Source: an optimization exercise on an open RTL-to-GDS flow (aim: small area, a short achievable clock period and few clock cycles). Production flows keep margins and buffers that such runs may drop. Where RTL was checked, it was by simulation tests only, not by an equivalence proof against the original. Power is estimated from default activity; no workload was simulated.

==> inputs of 02-10 <==
==> flow/design.v <==
package sad_pkg;
  localparam int PixelWidth = 8;
  localparam int SadWidth   = 17;   
  localparam int SumWidth   = 12;   
  localparam int SAddrWidth = 10;   
  localparam int RAddrWidth = 8;
  typedef logic [PixelWidth-1:0] pixel_t;
  typedef logic [SadWidth-1:0] sad_t;
  typedef logic [SumWidth-1:0] sum_t;
  typedef logic [SAddrWidth-1:0] saddr_t;
  typedef logic [RAddrWidth-1:0] raddr_t;
endpackage
`timescale 1ns/1ns
module sad_scan_decode #(
  parameter int SImgSize = 19,
  parameter int RImgSize = 4
) (
  input  logic   clk_i,
  input  logic   rst_ni,
  input  logic   start_i,
  input  logic   finish_i,
  output logic   busy_o,
  output sad_pkg::saddr_t smem_raddr_o,
  output sad_pkg::raddr_t ref_raddr_o,
  output logic   ref_load_o,    
  output logic   accept_o,      
  output logic   cand_vld_o,    
  output logic   cand_last_o    
);
  localparam int PixNum = SImgSize * SImgSize;
  localparam int RefNum = RImgSize * RImgSize;
  localparam int AddrW  = $clog2(PixNum);
  localparam int RefW   = $clog2(RefNum);
  localparam int PosW   = $clog2(SImgSize);
  logic             active;   
  logic [AddrW-1:0] addr;
  logic [RefW-1:0]  raddr;
  logic [PosW-1:0]  col;      
  logic [PosW-1:0]  row;
  logic             col_ge;   
  logic             row_ge;   
  logic             col_last;
  logic             row_last;
  logic             accept;
  logic             issue;    
  assign accept   = start_i && !busy_o;
  assign issue    = accept || active;
  assign col_last = col == PosW'(SImgSize - 1);
  assign row_last = row == PosW'(SImgSize - 1);
  assign accept_o = accept && rst_ni;
  assign smem_raddr_o = sad_pkg::SAddrWidth'(addr);
  assign ref_raddr_o  = sad_pkg::RAddrWidth'(raddr);
  always_ff @(posedge clk_i) begin
    if (!rst_ni) begin
      busy_o      <= 1'b0;
      active      <= 1'b0;
      addr        <= '0;
      raddr       <= '0;
      col         <= '0;
      row         <= '0;
      col_ge      <= 1'b0;
      row_ge      <= 1'b0;
      ref_load_o  <= 1'b0;
      cand_vld_o  <= 1'b0;
      cand_last_o <= 1'b0;
    end else begin
      if (accept) begin
        busy_o <= 1'b1;
      end else if (finish_i) begin
        busy_o <= 1'b0;
      end
      ref_load_o  <= accept || (raddr != '0);
      cand_vld_o  <= issue && col_ge && row_ge;
      cand_last_o <= issue && col_last && row_last;
      if (accept || (raddr != '0)) begin
        raddr <= raddr + 1'b1;
      end
      if (issue) begin
        if (col_last && row_last) begin
          active <= 1'b0;
          addr   <= '0;
          col    <= '0;
          row    <= '0;
          col_ge <= 1'b0;
          row_ge <= 1'b0;
        end else begin
          active <= 1'b1;
          addr   <= addr + 1'b1;
          if (col_last) begin
            col    <= '0;
            col_ge <= 1'b0;
            row    <= row + 1'b1;
            if (row == PosW'(RImgSize - 2)) row_ge <= 1'b1;
          end else begin
            col <= col + 1'b1;
            if (col == PosW'(RImgSize - 2)) col_ge <= 1'b1;
          end
        end
      end
    end
  end
endmodule
`timescale 1ns/1ns
module sad_pe_array #(
  parameter int SImgSize = 19,
  parameter int RImgSize = 4
) (
  input  logic   clk_i,
  input  logic   ref_load_i,
  input  sad_pkg::pixel_t search_pix_i,
  input  sad_pkg::pixel_t ref_pix_i,
  output sad_pkg::sum_t   sum_o
);
  localparam int RefNum = RImgSize * RImgSize;
  localparam int LineLen = (RImgSize - 1) * SImgSize;
  sad_pkg::pixel_t ref_q  [RefNum];       
  sad_pkg::pixel_t pix_q;                 
  sad_pkg::pixel_t line_q [LineLen];      
  sad_pkg::pixel_t col_pix [RImgSize];    
  logic [8:0]      pair_q [RImgSize][2];  
  logic [9:0]      h0_q;
  logic [10:0]     h1_q;
  logic [11:0]     h2_q;
  function automatic logic [7:0] abs_diff(
    input logic [7:0] a,
    input logic [7:0] b
  );
    abs_diff = (a > b) ? a - b : b - a;
  endfunction
  always_ff @(posedge clk_i) begin
    if (ref_load_i) begin
      ref_q[0] <= ref_pix_i;
      for (int k = 1; k < RefNum; k++) ref_q[k] <= ref_q[k-1];
    end
  end
  always_ff @(posedge clk_i) begin
    pix_q     <= search_pix_i;
    line_q[0] <= pix_q;
    for (int k = 1; k < LineLen; k++) line_q[k] <= line_q[k-1];
  end
  always_comb begin
    for (int y = 0; y < RImgSize; y++) begin
      if (y == RImgSize - 1) col_pix[y] = pix_q;
      else col_pix[y] = line_q[(RImgSize - 1 - y) * SImgSize - 1];
    end
  end
  always_ff @(posedge clk_i) begin
    for (int x = 0; x < RImgSize; x++) begin
      for (int p = 0; p < 2; p++) begin
        pair_q[x][p] <=
          9'(abs_diff(col_pix[2*p],   ref_q[RefNum-1 - (4*(2*p)   + x)])) +
          9'(abs_diff(col_pix[2*p+1], ref_q[RefNum-1 - (4*(2*p+1) + x)]));
      end
    end
  end
  always_ff @(posedge clk_i) begin
    h0_q  <= 10'(pair_q[0][0]) + 10'(pair_q[0][1]);
    h1_q  <= 11'(h0_q) + 11'(pair_q[1][0]) + 11'(pair_q[1][1]);
    h2_q  <= 12'(h1_q) + 12'(pair_q[2][0]) + 12'(pair_q[2][1]);
    sum_o <= h2_q + 12'(pair_q[3][0]) + 12'(pair_q[3][1]);
  end
endmodule
`timescale 1ns/1ns
module sad_min_select #(
  parameter int SImgSize = 19,
  parameter int RImgSize = 4,
  parameter int Latency  = 4    
) (
  input  logic   clk_i,
  input  logic   rst_ni,
  input  logic   accept_i,
  input  logic   cand_vld_i,    
  input  logic   cand_last_i,
  input  sad_pkg::sum_t   sum_i,  
  output logic   finish_o,
  output sad_pkg::sad_t   min_sad_o,
  output sad_pkg::saddr_t min_addr_o
);
  localparam int Offset = (RImgSize - 1) * (SImgSize + 1);   
  localparam int CandW  = 9;
  logic [Latency-2:0] vld_q;
  logic [Latency-2:0] last_q;
  sad_pkg::sum_t      best_sad;
  logic [CandW-1:0]   best_addr;
  logic [CandW-1:0]   cand_addr;   
  assign min_sad_o  = sad_pkg::SadWidth'(best_sad);
  assign min_addr_o = sad_pkg::SAddrWidth'(best_addr);
  always_ff @(posedge clk_i) begin
    if (!rst_ni) begin
      vld_q    <= '0;
      last_q   <= '0;
      finish_o <= 1'b0;
    end else begin
      vld_q    <= {vld_q[Latency-3:0], cand_vld_i};
      last_q   <= {last_q[Latency-3:0], cand_last_i};
      finish_o <= last_q[Latency-2];
    end
  end
  always_ff @(posedge clk_i) begin
    if (accept_i) begin
      best_sad  <= '1;   
      cand_addr <= CandW'(1 - Latency - Offset);
    end else begin
      cand_addr <= cand_addr + 1'b1;
      if (vld_q[Latency-2] && (sum_i < best_sad)) begin
        best_sad  <= sum_i;
        best_addr <= cand_addr;
      end
    end
  end
endmodule
`timescale 1ns/1ns
module motion_search_top #(
  parameter int SImgSize = 19,
  parameter int RImgSize = 4,
  parameter int PeNum    = 16
) (
  input  logic   clk_i,
  input  logic   rst_ni,
  input  logic   start_i,
  input  sad_pkg::pixel_t smem_rdata_i,
  input  sad_pkg::pixel_t ref_rdata_i,
  output sad_pkg::saddr_t smem_raddr_o,
  output sad_pkg::raddr_t ref_raddr_o,
  output logic   busy_o,
  output logic   finish_o,
  output sad_pkg::sad_t   min_sad_o,
  output sad_pkg::saddr_t min_addr_o
);
  logic          ref_load;
  logic          accept;
  logic          cand_vld;
  logic          cand_last;
  sad_pkg::sum_t sum;
  sad_scan_decode #(
    .SImgSize(SImgSize),
    .RImgSize(RImgSize)
  ) i_decode (
    .clk_i       (clk_i),
    .rst_ni      (rst_ni),
    .start_i     (start_i),
    .finish_i    (finish_o),
    .busy_o      (busy_o),
    .smem_raddr_o(smem_raddr_o),
    .ref_raddr_o (ref_raddr_o),
    .ref_load_o  (ref_load),
    .accept_o    (accept),
    .cand_vld_o  (cand_vld),
    .cand_last_o (cand_last)
  );
  sad_pe_array #(
    .SImgSize(SImgSize),
    .RImgSize(RImgSize)
  ) i_execute (
    .clk_i       (clk_i),
    .ref_load_i  (ref_load),
    .search_pix_i(smem_rdata_i),
    .ref_pix_i   (ref_rdata_i),
    .sum_o       (sum)
  );
  sad_min_select #(
    .SImgSize(SImgSize),
    .RImgSize(RImgSize),
    .Latency (4)
  ) i_result (
    .clk_i      (clk_i),
    .rst_ni     (rst_ni),
    .accept_i   (accept),
    .cand_vld_i (cand_vld),
    .cand_last_i(cand_last),
    .sum_i      (sum),
    .finish_o   (finish_o),
    .min_sad_o  (min_sad_o),
    .min_addr_o (min_addr_o)
  );
endmodule
==> flow/run.sh <==
#!/bin/bash
# synth_recipe.tcl (not shown) runs the flow's synth.tcl, then flattens the netlist and writes it again
# the make line also repeats each setting of config.mk as NAME=value (left out here)
make -C /OpenROAD-flow-scripts/flow DESIGN_CONFIG=/design/flow/config.mk WORK_HOME=/design/flow/orfs CLKGATE_MAP_FILE= SYNTH_SCRIPT=/design/flow/synth_recipe.tcl finish
==> flow/config.mk <==
export PLATFORM = sky130hd
export DESIGN_NAME = motion_search_top
export DESIGN_NICKNAME = motion_search_top
export VERILOG_FILES = /design/flow/design.v
export SDC_FILE = /design/flow/constraint.sdc
export NUM_CORES = 4
export LEC_CHECK = 0
export CAP_MARGIN = 20
export CORE_MARGIN = 2
export CORE_UTILIZATION = 40
export SLEW_MARGIN = 20
==> flow/constraint.sdc <==
create_clock -name core_clock -period 10.0 [get_ports {clk_i}]
set_input_delay 2.0000 -clock core_clock [delete_from_list [all_inputs] [get_ports {clk_i}]]
set_output_delay 2.0000 -clock core_clock [all_outputs]
set_load 0.01 [all_outputs]
==> inputs of 07-28, as changes to 02-10 <==
==> flow/design.v, changed modules only <==
module sad_pe_array #(
  parameter int SImgSize = 19,
  parameter int RImgSize = 4
) (
  input  logic   clk_i,
  input  logic   accept_i,
  input  logic   ref_load_i,
  input  sad_pkg::pixel_t search_pix_i,
  input  sad_pkg::pixel_t ref_pix_i,
  output sad_pkg::sum_t   sum_o
);
  localparam int RefNum  = RImgSize * RImgSize;
  localparam int LineLen = (RImgSize - 1) * SImgSize;
  localparam int SumW    = sad_pkg::SumWidth;
  localparam int ColW    = 10;   
  localparam sad_pkg::sum_t Offset = SumW'(-RefNum * 510);
  typedef logic [ColW-1:0] col_t;
  sad_pkg::pixel_t nref_q  [RefNum];      
  sad_pkg::sum_t   ref_sum_q;             
  sad_pkg::pixel_t npix_q;                
  sad_pkg::pixel_t nline_q [LineLen];     
  sad_pkg::pixel_t ncol    [RImgSize];    
  sad_pkg::pixel_t npre    [RImgSize];    
  logic            gt_q    [RImgSize][RImgSize];   
  col_t            min_s   [RImgSize];
  col_t            min_c   [RImgSize];
  col_t            min_s_q [RImgSize];
  col_t            min_c_q [RImgSize];
  logic [8:0]      pix_pair_q [2];        
  col_t            pix_sum_q;
  sad_pkg::sum_t   h_q     [RImgSize-1];
  function automatic sad_pkg::pixel_t nref_px(input int x, input int y);
    nref_px = nref_q[RefNum-1 - (RImgSize*y + x)];
  endfunction
  function automatic logic greater(input sad_pkg::pixel_t a, input sad_pkg::pixel_t nb);
    logic c;
    c = 1'b0;
    for (int i = 0; i < sad_pkg::PixelWidth; i++) c = (a[i] & nb[i]) | ((a[i] | nb[i]) & c);
    greater = c;
  endfunction
  function automatic logic [2*ColW-1:0] csa(input col_t a, input col_t b, input col_t c);
    csa = {((a & b) | (a & c) | (b & c)) << 1, a ^ b ^ c};
  endfunction
  always_ff @(posedge clk_i) begin
    if (ref_load_i) begin
      nref_q[0] <= ~ref_pix_i;
      for (int k = 1; k < RefNum; k++) nref_q[k] <= nref_q[k-1];
    end
  end
  always_ff @(posedge clk_i) begin
    if (accept_i) begin
      ref_sum_q <= Offset;
    end else if (ref_load_i) begin
      ref_sum_q <= ref_sum_q + SumW'(ref_pix_i);
    end
  end
  always_ff @(posedge clk_i) begin
    npix_q     <= ~search_pix_i;
    nline_q[0] <= npix_q;
    for (int k = 1; k < LineLen; k++) nline_q[k] <= nline_q[k-1];
  end
  always_comb begin
    for (int y = 0; y < RImgSize; y++) begin
      if (y == RImgSize - 1) begin
        ncol[y] = npix_q;
        npre[y] = ~search_pix_i;
      end else begin
        ncol[y] = nline_q[(RImgSize - 1 - y) * SImgSize - 1];
        npre[y] = nline_q[(RImgSize - 1 - y) * SImgSize - 2];
      end
    end
  end
  always_ff @(posedge clk_i) begin
    for (int y = 0; y < RImgSize; y++) begin
      for (int x = 0; x < RImgSize; x++) begin
        gt_q[y][x] <= greater(~npre[y], nref_px(x, y));
      end
    end
  end
  always_comb begin
    col_t m [RImgSize];
    col_t s1, c1;
    for (int x = 0; x < RImgSize; x++) begin
      for (int y = 0; y < RImgSize; y++) begin
        m[y] = ColW'(gt_q[y][x] ? nref_px(x, y) : ncol[y]);
      end
      {c1, s1} = csa(m[0], m[1], m[2]);
      {min_c[x], min_s[x]} = csa(s1, c1, m[3]);
    end
  end
  always_ff @(posedge clk_i) begin
    pix_pair_q[0] <= 9'(~npre[0]) + 9'(~npre[1]);
    pix_pair_q[1] <= 9'(~npre[2]) + 9'(~npre[3]);
  end
  always_ff @(posedge clk_i) begin
    for (int x = 0; x < RImgSize; x++) begin
      min_s_q[x] <= min_s[x];
      min_c_q[x] <= min_c[x];
    end
    pix_sum_q <= ColW'(pix_pair_q[0]) + ColW'(pix_pair_q[1]);
  end
  always_ff @(posedge clk_i) begin
    h_q[0] <= ref_sum_q + SumW'(pix_sum_q) + {min_s_q[0], 1'b0} + {min_c_q[0], 1'b0};
    for (int x = 1; x < RImgSize - 1; x++) begin
      h_q[x] <= h_q[x-1] + SumW'(pix_sum_q) + {min_s_q[x], 1'b0} + {min_c_q[x], 1'b0};
    end
    sum_o <= h_q[RImgSize-2] + SumW'(pix_sum_q) +
             {min_s_q[RImgSize-1], 1'b0} + {min_c_q[RImgSize-1], 1'b0};
  end
endmodule
module motion_search_top #(
  parameter int SImgSize = 19,
  parameter int RImgSize = 4,
  parameter int PeNum    = 16
) (
  input  logic   clk_i,
  input  logic   rst_ni,
  input  logic   start_i,
  input  sad_pkg::pixel_t smem_rdata_i,
  input  sad_pkg::pixel_t ref_rdata_i,
  output sad_pkg::saddr_t smem_raddr_o,
  output sad_pkg::raddr_t ref_raddr_o,
  output logic   busy_o,
  output logic   finish_o,
  output sad_pkg::sad_t   min_sad_o,
  output sad_pkg::saddr_t min_addr_o
);
  logic          ref_load;
  logic          accept;
  logic          cand_vld;
  logic          cand_last;
  sad_pkg::sum_t sum;
  sad_scan_decode #(
    .SImgSize(SImgSize),
    .RImgSize(RImgSize)
  ) i_decode (
    .clk_i       (clk_i),
    .rst_ni      (rst_ni),
    .start_i     (start_i),
    .finish_i    (finish_o),
    .busy_o      (busy_o),
    .smem_raddr_o(smem_raddr_o),
    .ref_raddr_o (ref_raddr_o),
    .ref_load_o  (ref_load),
    .accept_o    (accept),
    .cand_vld_o  (cand_vld),
    .cand_last_o (cand_last)
  );
  sad_pe_array #(
    .SImgSize(SImgSize),
    .RImgSize(RImgSize)
  ) i_execute (
    .clk_i       (clk_i),
    .accept_i    (accept),
    .ref_load_i  (ref_load),
    .search_pix_i(smem_rdata_i),
    .ref_pix_i   (ref_rdata_i),
    .sum_o       (sum)
  );
  sad_min_select #(
    .SImgSize(SImgSize),
    .RImgSize(RImgSize),
    .Latency (4)
  ) i_result (
    .clk_i      (clk_i),
    .rst_ni     (rst_ni),
    .accept_i   (accept),
    .cand_vld_i (cand_vld),
    .cand_last_i(cand_last),
    .sum_i      (sum),
    .finish_o   (finish_o),
    .min_sad_o  (min_sad_o),
    .min_addr_o (min_addr_o)
  );
endmodule
==> flow/flow/run.sh (new file) <==
#!/bin/bash
set -euo pipefail
MARGIN=$(cat flow/margin.txt)
echo "export SETUP_SLACK_MARGIN = $MARGIN" >> config.mk
bash standard.sh > standard.log 2>&1
==> flow/flow/margin.txt (new file) <==
7.0
==> flow/standard.sh (new file) <==
#!/bin/bash
# synth_recipe.tcl (not shown) runs the flow's synth.tcl, then flattens the netlist and writes it again
# the make line also repeats each setting of config.mk as NAME=value (left out here)
make -C /OpenROAD-flow-scripts/flow DESIGN_CONFIG=/design/flow/config.mk WORK_HOME=/design/flow/orfs CLKGATE_MAP_FILE= SYNTH_SCRIPT=/design/flow/synth_recipe.tcl "${@:-finish}"
- ABC_AREA: not set -> 1
- CORE_UTILIZATION: 40 -> 70
- SETUP_SLACK_MARGIN: not set -> 7.0
removed: flow/run.sh
==> inputs of 06-09, as changes to 02-10 <==
==> flow/design.v, changed modules only <==
module sad_pe_array #(
  parameter int SImgSize = 19,
  parameter int RImgSize = 4
) (
  input  logic   clk_i,
  input  logic   ref_load_i,
  input  sad_pkg::pixel_t search_pix_i,
  input  sad_pkg::pixel_t ref_pix_i,
  output sad_pkg::sum_t   sum_o
);
  localparam int RefNum = RImgSize * RImgSize;
  localparam int LineLen = (RImgSize - 1) * SImgSize;
  sad_pkg::pixel_t ref_q  [RefNum];       
  sad_pkg::pixel_t pix_q;                 
  sad_pkg::pixel_t line_q [LineLen];      
  sad_pkg::pixel_t col_pix [RImgSize];    
  logic [8:0]      pair_q [RImgSize][2];  
  logic [9:0]      h0_q;
  logic [10:0]     h1_q;
  logic [11:0]     h2_q;
  function automatic logic [8:0] abs_diff_sum(
    input logic [7:0] a0,
    input logic [7:0] b0,
    input logic [7:0] a1,
    input logic [7:0] b1
  );
    logic [8:0] x0;
    logic [8:0] x1;
    logic [7:0] y0;
    logic [7:0] y1;
    x0 = {1'b0, a0} + {1'b0, ~b0};
    x1 = {1'b0, a1} + {1'b0, ~b1};
    y0 = x0[7:0] ^ {8{~x0[8]}};
    y1 = x1[7:0] ^ {8{~x1[8]}};
    abs_diff_sum = {1'b0, y0} + {1'b0, y1} + {8'b0, x0[8]} + {8'b0, x1[8]};
  endfunction
  always_ff @(posedge clk_i) begin
    if (ref_load_i) begin
      ref_q[0] <= ref_pix_i;
      for (int k = 1; k < RefNum; k++) ref_q[k] <= ref_q[k-1];
    end
  end
  always_ff @(posedge clk_i) begin
    pix_q     <= search_pix_i;
    line_q[0] <= pix_q;
    for (int k = 1; k < LineLen; k++) line_q[k] <= line_q[k-1];
  end
  always_comb begin
    for (int y = 0; y < RImgSize; y++) begin
      if (y == RImgSize - 1) col_pix[y] = pix_q;
      else col_pix[y] = line_q[(RImgSize - 1 - y) * SImgSize - 1];
    end
  end
  always_ff @(posedge clk_i) begin
    for (int x = 0; x < RImgSize; x++) begin
      for (int p = 0; p < 2; p++) begin
        pair_q[x][p] <= abs_diff_sum(
          col_pix[2*p],   ref_q[RefNum-1 - (4*(2*p)   + x)],
          col_pix[2*p+1], ref_q[RefNum-1 - (4*(2*p+1) + x)]);
      end
    end
  end
  always_ff @(posedge clk_i) begin
    h0_q  <= 10'(pair_q[0][0]) + 10'(pair_q[0][1]);
    h1_q  <= 11'(h0_q) + 11'(pair_q[1][0]) + 11'(pair_q[1][1]);
    h2_q  <= 12'(h1_q) + 12'(pair_q[2][0]) + 12'(pair_q[2][1]);
    sum_o <= h2_q + 12'(pair_q[3][0]) + 12'(pair_q[3][1]);
  end
endmodule
- CORE_UTILIZATION: 40 -> 70
==> inputs of 05-07, as changes to 02-10 <==
==> flow/design.v, changed modules only <==
module sad_pe_array #(
  parameter int SImgSize = 19,
  parameter int RImgSize = 4
) (
  input  logic   clk_i,
  input  logic   ref_load_i,
  input  sad_pkg::pixel_t search_pix_i,
  input  sad_pkg::pixel_t ref_pix_i,
  output sad_pkg::sum_t   sum_o
);
  localparam int RefNum = RImgSize * RImgSize;
  localparam int LineLen = (RImgSize - 1) * SImgSize;
  sad_pkg::pixel_t ref_q  [RefNum];       
  sad_pkg::pixel_t pix_q;                 
  sad_pkg::pixel_t line_q [LineLen];      
  sad_pkg::pixel_t col_pix [RImgSize];    
  logic [8:0]      pair_q [RImgSize][2];  
  logic [9:0]      h0_q;
  logic [10:0]     h1_q;
  logic [11:0]     h2_q;
  function automatic logic [8:0] abs_diff_sum(
    input logic [7:0] a0,
    input logic [7:0] b0,
    input logic [7:0] a1,
    input logic [7:0] b1
  );
    logic [8:0] x0;
    logic [8:0] x1;
    logic [7:0] y0;
    logic [7:0] y1;
    x0 = {1'b0, a0} + {1'b0, ~b0};
    x1 = {1'b0, a1} + {1'b0, ~b1};
    y0 = x0[7:0] ^ {8{~x0[8]}};
    y1 = x1[7:0] ^ {8{~x1[8]}};
    abs_diff_sum = {1'b0, y0} + {1'b0, y1} + {8'b0, x0[8]} + {8'b0, x1[8]};
  endfunction
  always_ff @(posedge clk_i) begin
    if (ref_load_i) begin
      ref_q[0] <= ref_pix_i;
      for (int k = 1; k < RefNum; k++) ref_q[k] <= ref_q[k-1];
    end
  end
  always_ff @(posedge clk_i) begin
    pix_q     <= search_pix_i;
    line_q[0] <= pix_q;
    for (int k = 1; k < LineLen; k++) line_q[k] <= line_q[k-1];
  end
  always_comb begin
    for (int y = 0; y < RImgSize; y++) begin
      if (y == RImgSize - 1) col_pix[y] = pix_q;
      else col_pix[y] = line_q[(RImgSize - 1 - y) * SImgSize - 1];
    end
  end
  always_ff @(posedge clk_i) begin
    for (int x = 0; x < RImgSize; x++) begin
      for (int p = 0; p < 2; p++) begin
        pair_q[x][p] <= abs_diff_sum(
          col_pix[2*p],   ref_q[RefNum-1 - (4*(2*p)   + x)],
          col_pix[2*p+1], ref_q[RefNum-1 - (4*(2*p+1) + x)]);
      end
    end
  end
  always_ff @(posedge clk_i) begin
    h0_q  <= 10'(pair_q[0][0]) + 10'(pair_q[0][1]);
    h1_q  <= 11'(h0_q) + 11'(pair_q[1][0]) + 11'(pair_q[1][1]);
    h2_q  <= 12'(h1_q) + 12'(pair_q[2][0]) + 12'(pair_q[2][1]);
    sum_o <= h2_q + 12'(pair_q[3][0]) + 12'(pair_q[3][1]);
  end
endmodule
- ABC_AREA: not set -> 1
- CORE_UTILIZATION: 40 -> 70
- CTS_BUF_LIST: not set -> sky130_fd_sc_hd__clkbuf_8
==> summary.txt <==
metric	07-28	05-07	02-10	06-09
Number of vias in the routed layout	18,910	21,310	19,590	19,300
Type of the setup path with the least slack	reg -> out	reg -> reg	reg -> reg	reg -> reg
Clock group share of total power	22.5%	20.6%	24.8%	22.0%
Minimum setup slack among reg-to-reg paths	7110 ps	6270 ps	5730 ps	5520 ps
Vias per cell	5.458	5.233	4.838	5.633
Multi-input gates	1,357	1,936	1,689	1,645
Status	complete, no violations	complete, no violations	complete, no violations	complete, no violations
Global-route met1 utilization	40.44%	33.01%	21.75%	33.80%
Mapped Cells	2,722	3,227	2,820	2,686
Initial detailed-routing violation count	1,813	1,441	894	1,331
Worst max-slew margin expressed relative to the limit	30.54%	29.61%	33.16%	41.34%
Clock buffer count from CTS	78	110	80	73
Capture endpoint of the worst hold path	i_execute.nline_q[39][4]	i_execute.line_q[48][4]	i_execute.line_q[45][2]	i_execute.line_q[35][4]
Testbench counts of 07-28, summed over its fixed seeds: cycles 23,416.
Testbench counts of 06-09, summed over its fixed seeds: cycles 23,416.
Testbench counts of 05-07, summed over its fixed seeds: cycles 23,416.
Function not checked in 02-10: the RTL went through the layout flow alone.

## what the ideal ports hide
No port has a modelled driver above. Below, the same layouts with a new extraction and two added sets of constraints. Step 1: set_driving_cell puts a clkbuf_16 on clk_i and a buf_2 on each other input, an assumption about the parent block. Step 2, shift: input delay + t, output delay - t, t = (earliest + latest rising clock arrival at the registers) / 2. This alone moves slack from input paths to output paths. a / b / c = ideal ports / drivers / drivers and shift; a / b = the first two.
run | shift t [ns] | setup slack, ns | worst hold slack (ns) | worst setup path after step 2
02-10 | 0.672 | 5.727 / 5.727 / 5.727 | 0.315 / 0.315 / 0.315 | register to register
07-28 | 0.667 | 6.865 / 6.809 / 6.389 | 0.322 / 0.322 / 0.322 | input to register
06-09 | 0.661 | 5.515 / 5.515 / 5.515 | 0.309 / 0.309 / 0.309 | register to register
05-07 | 0.742 | 6.270 / 6.235 / 5.661 | 0.307 / 0.307 / 0.307 | input to register
After both steps every run listed still meets setup and hold. The setup slack of 05-07, which loses most, moves by -0.035 ns with the drivers and by -0.609 ns with both steps.
